Background: an optimization exercise with open tools, aiming at small area, a short achievable clock period and few clock cycles per item. Do not read the settings as production practice. Where RTL was checked, it was by simulation tests only, not by an equivalence proof against the original.

==> module adcd_lane, before the edit <==
module adcd_lane #(
  parameter int SAMPLE_BITS = adcd_pkg::SAMPLE_BITS
) (
  input  logic                    clk_i,
  input  logic                    en_i,
  input  logic [SAMPLE_BITS-1:0]  raw_i,    
  input  logic [SAMPLE_BITS-1:0]  lo_i,
  input  logic [SAMPLE_BITS-1:0]  hi_i,
  output logic [SAMPLE_BITS-1:0]  quo_o     
);
  localparam int SB = SAMPLE_BITS;
  localparam int NSTEP = adcd_pkg::DIV_STEPS;
  localparam logic [NSTEP:0] REGS = adcd_pkg::DIV_REGS;
  localparam int NK = (NSTEP + adcd_pkg::K_SHARE - 1) / adcd_pkg::K_SHARE;
  logic [SB-1:0] dm1;
  logic          span;
  logic [SB-1:0] k1_q;
  logic          span_q;
  logic [SB+1:0] k3;
  assign {span, dm1} = {1'b0, hi_i} + {1'b0, ~lo_i};
  assign k3          = {2'b00, ~nk1_q[0]} + {1'b0, ~nk1_q[0], 1'b0} + (SB+2)'(2);
  if (adcd_pkg::IN_REG) begin : g_k1_reg
    always_ff @(posedge clk_i) begin
      k1_q   <= dm1;
      span_q <= span;
    end
  end else begin : g_k1_none
    assign k1_q   = '0;
    assign span_q = 1'b0;
  end
  logic [NK-1:0][SB-1:0] nk1_q;
  logic [NK-1:0][SB+1:0] nk3_q;
  always_ff @(posedge clk_i) begin
    nk1_q[0] <= ~dm1;
    nk3_q[0] <= ~k3;
  end
  for (genvar i = 1; i < NK; i++) begin : g_kc
    always_ff @(posedge clk_i) begin
      nk1_q[i] <= nk1_q[i-1];
      nk3_q[i] <= nk3_q[i-1];
    end
  end
  logic [SB-1:0] k1s;
  logic          spans;
  logic [SB-1:0] nk1s;
  if (adcd_pkg::IN_REG) begin : g_ks_reg
    assign k1s   = k1_q;
    assign spans = span_q;
    assign nk1s  = nk1_q[0];
  end else begin : g_ks_comb
    assign k1s   = dm1;
    assign spans = span;
    assign nk1s  = ~dm1;
  end
  logic [SB-1:0] d1;
  logic          raw_gt_lo;
  logic          raw_ge_hi;
  logic          zero;
  logic [SB-1:0] rem0, low0;
  assign {raw_gt_lo, d1} = {1'b0, raw_i} + {1'b0, ~lo_i};
  assign raw_ge_hi       = (raw_i >= hi_i);
  assign zero            = !raw_gt_lo || !spans;
  always_comb begin
    if (zero) begin
      rem0 = '0;
      low0 = '0;
    end else if (raw_ge_hi) begin
      rem0 = k1s;
      low0 = nk1s;
    end else begin
      rem0 = d1;
      low0 = ~d1;
    end
  end
  logic [NSTEP:0][SB-1:0] rem_c, nq_c;    
  logic [NSTEP:0][SB-1:0] rem_p, nq_p;    
  assign rem_c[0] = rem0;
  assign nq_c[0]  = low0;
  for (genvar j = 0; j <= NSTEP; j++) begin : g_pos
    if (REGS[j] && j == 0) begin : g_reg0
      logic [SB-1:0] rem_r;
      logic [1:0]    top_r;
      logic          zero_r;
      always_ff @(posedge clk_i) begin
        if (en_i) begin
          rem_r  <= rem_c[0];
          top_r  <= nq_c[0][SB-1:SB-2];
          zero_r <= zero;
        end
      end
      assign rem_p[0] = rem_r;
      assign nq_p[0]  = {top_r, ~rem_r[SB-3:0] & {(SB-2){!zero_r}}};
    end else if (REGS[j]) begin : g_reg
      logic [SB-1:0] nq_r;
      always_ff @(posedge clk_i) begin
        if (en_i) nq_r <= nq_c[j];
      end
      assign nq_p[j] = nq_r;
      if (j < NSTEP) begin : g_rem
        logic [SB-1:0] rem_r;
        always_ff @(posedge clk_i) begin
          rem_r <= rem_c[j];
        end
        assign rem_p[j] = rem_r;
      end else begin : g_norem
        assign rem_p[j] = '0;
      end
    end else begin : g_wire
      assign rem_p[j] = rem_c[j];
      assign nq_p[j]  = nq_c[j];
    end
    if (j < NSTEP) begin : g_step
      logic [SB+1:0] x, s1, s2, s3;
      logic          c1, c2, c3;
      logic [SB-1:0] nk1;
      logic [SB+1:0] nk3;
      logic          h0, h1, h2, h3;
      assign nk1      = nk1_q[j / adcd_pkg::K_SHARE];
      assign nk3      = nk3_q[j / adcd_pkg::K_SHARE];
      assign x        = {rem_p[j], nq_p[j][SB-1:SB-2]};
      adcd_add #(.W(SB+2)) u_a1 (.a_i(x), .b_i({2'b11, nk1}),       .s_o(s1), .c_o(c1));
      adcd_add #(.W(SB+2)) u_a2 (.a_i(x), .b_i({1'b1, nk1, 1'b0}), .s_o(s2), .c_o(c2));
      adcd_add #(.W(SB+2)) u_a3 (.a_i(x), .b_i(nk3),                .s_o(s3), .c_o(c3));
      assign h3 = c3;
      assign h2 = c2 && !c3;
      assign h1 = c1 && !c2;
      assign h0 = !c1;
      logic hold;
      assign hold = REGS[j+1] && !en_i;
      assign rem_c[j+1] = ({SB{h3 && !hold}} & s3[SB-1:0]) | ({SB{h2 && !hold}} & s2[SB-1:0]) |
                          ({SB{h1 && !hold}} & s1[SB-1:0]) | ({SB{h0 && !hold}} & x[SB-1:0]) |
                          ({SB{hold}} & rem_p[j+1]);
      assign nq_c[j+1] = {nq_p[j][SB-3:0], c2, c3 || (c1 && !c2)};
    end
  end
  assign quo_o = nq_p[NSTEP];
endmodule
Settings: LEC_CHECK=0, CAP_MARGIN=5, CORE_MARGIN=2, CORE_UTILIZATION=50, CTS_BUF_LIST=sky130_fd_sc_hd__clkbuf_8, SETUP_SLACK_MARGIN=3.3, SLEW_MARGIN=5, TNS_END_PERCENT=10; clock period 6.0 ns.
run.sh (not shown) runs the stock make flow with config.mk's settings and CLKGATE_MAP_FILE= SYNTH_SCRIPT=/design/flow/synth_recipe.tcl, a recipe that flattens the netlist after the stock synthesis.
Change:
--- a/flow/design.v
+++ b/flow/design.v
@@ -128,13 +128,13 @@
         if (en_i) nq_r <= nq_c[j];
       end
       assign nq_p[j] = nq_r;
       if (j < NSTEP) begin : g_rem
         logic [SB-1:0] rem_r;
         always_ff @(posedge clk_i) begin
-          rem_r <= rem_c[j];
+          if (en_i) rem_r <= rem_c[j];
         end
         assign rem_p[j] = rem_r;
       end else begin : g_norem
         assign rem_p[j] = '0;
       end
     end else begin : g_wire
@@ -154,17 +154,14 @@
       adcd_add #(.W(SB+2)) u_a2 (.a_i(x), .b_i({1'b1, nk1, 1'b0}), .s_o(s2), .c_o(c2));
       adcd_add #(.W(SB+2)) u_a3 (.a_i(x), .b_i(nk3),                .s_o(s3), .c_o(c3));
       assign h3 = c3;
       assign h2 = c2 && !c3;
       assign h1 = c1 && !c2;
       assign h0 = !c1;
-      logic hold;
-      assign hold = REGS[j+1] && !en_i;
-      assign rem_c[j+1] = ({SB{h3 && !hold}} & s3[SB-1:0]) | ({SB{h2 && !hold}} & s2[SB-1:0]) |
-                          ({SB{h1 && !hold}} & s1[SB-1:0]) | ({SB{h0 && !hold}} & x[SB-1:0]) |
-                          ({SB{hold}} & rem_p[j+1]);
+      assign rem_c[j+1] = ({SB{h3}} & s3[SB-1:0]) | ({SB{h2}} & s2[SB-1:0]) |
+                          ({SB{h1}} & s1[SB-1:0]) | ({SB{h0}} & x[SB-1:0]);
       assign nq_c[j+1] = {nq_p[j][SB-3:0], c2, c3 || (c1 && !c2)};
     end
   end
   assign quo_o = nq_p[NSTEP];
 endmodule
 module adcd_add #(
Hold slack gets worse by 87 ps. Cell area drops by 0.87%. Routed wire length drops by 4.5%. Critical path depth fell by 2. Via count came out lower by 4.6%. Clock skew hardly moves. Clock-buffer cell count goes up by 9. Area after synthesis is higher by 0.30%. Die area climbs by 0.30%.
Testbench counts after the change, summed over its fixed seeds: cycles 5,120, items 4,096.
No functional check of the RTL was part of the first run of this note.

## re-timing with driven ports
The flow's constraints put no driver on any port. The routed layouts listed below were extracted and timed again, unchanged, in two steps.
Step 1 assumes that a clkbuf_16 drives the clock port and a buf_2 every other input.
Step 2 times the ports against the registers' clock, not the clock port: input delays grow and output delays shrink by t, the midpoint of the rising clock arrivals with the driver on.
Slacks: ideal / step 1 / step 2; pairs: ideal / step 1.
| run | shift t [ns] | setup WS [ns] | slew at the worst register clock pin (ns) | worst slew at a driven data input, ns | pins driven straight from the clock port |
|---|---|---|---|---|---|
| the first run | 0.979 | 2.992 / 2.992 / 2.180 | 0.07 / 0.07 | 0.20 | 1 |
| the second run | 0.974 | 2.963 / 2.956 / 2.045 | 0.07 / 0.07 | 0.26 | 1 |
After both steps every run listed still meets setup and hold. The setup slack of the second run, which loses most, moves by -0.007 ns with the drivers and by -0.918 ns with both steps.
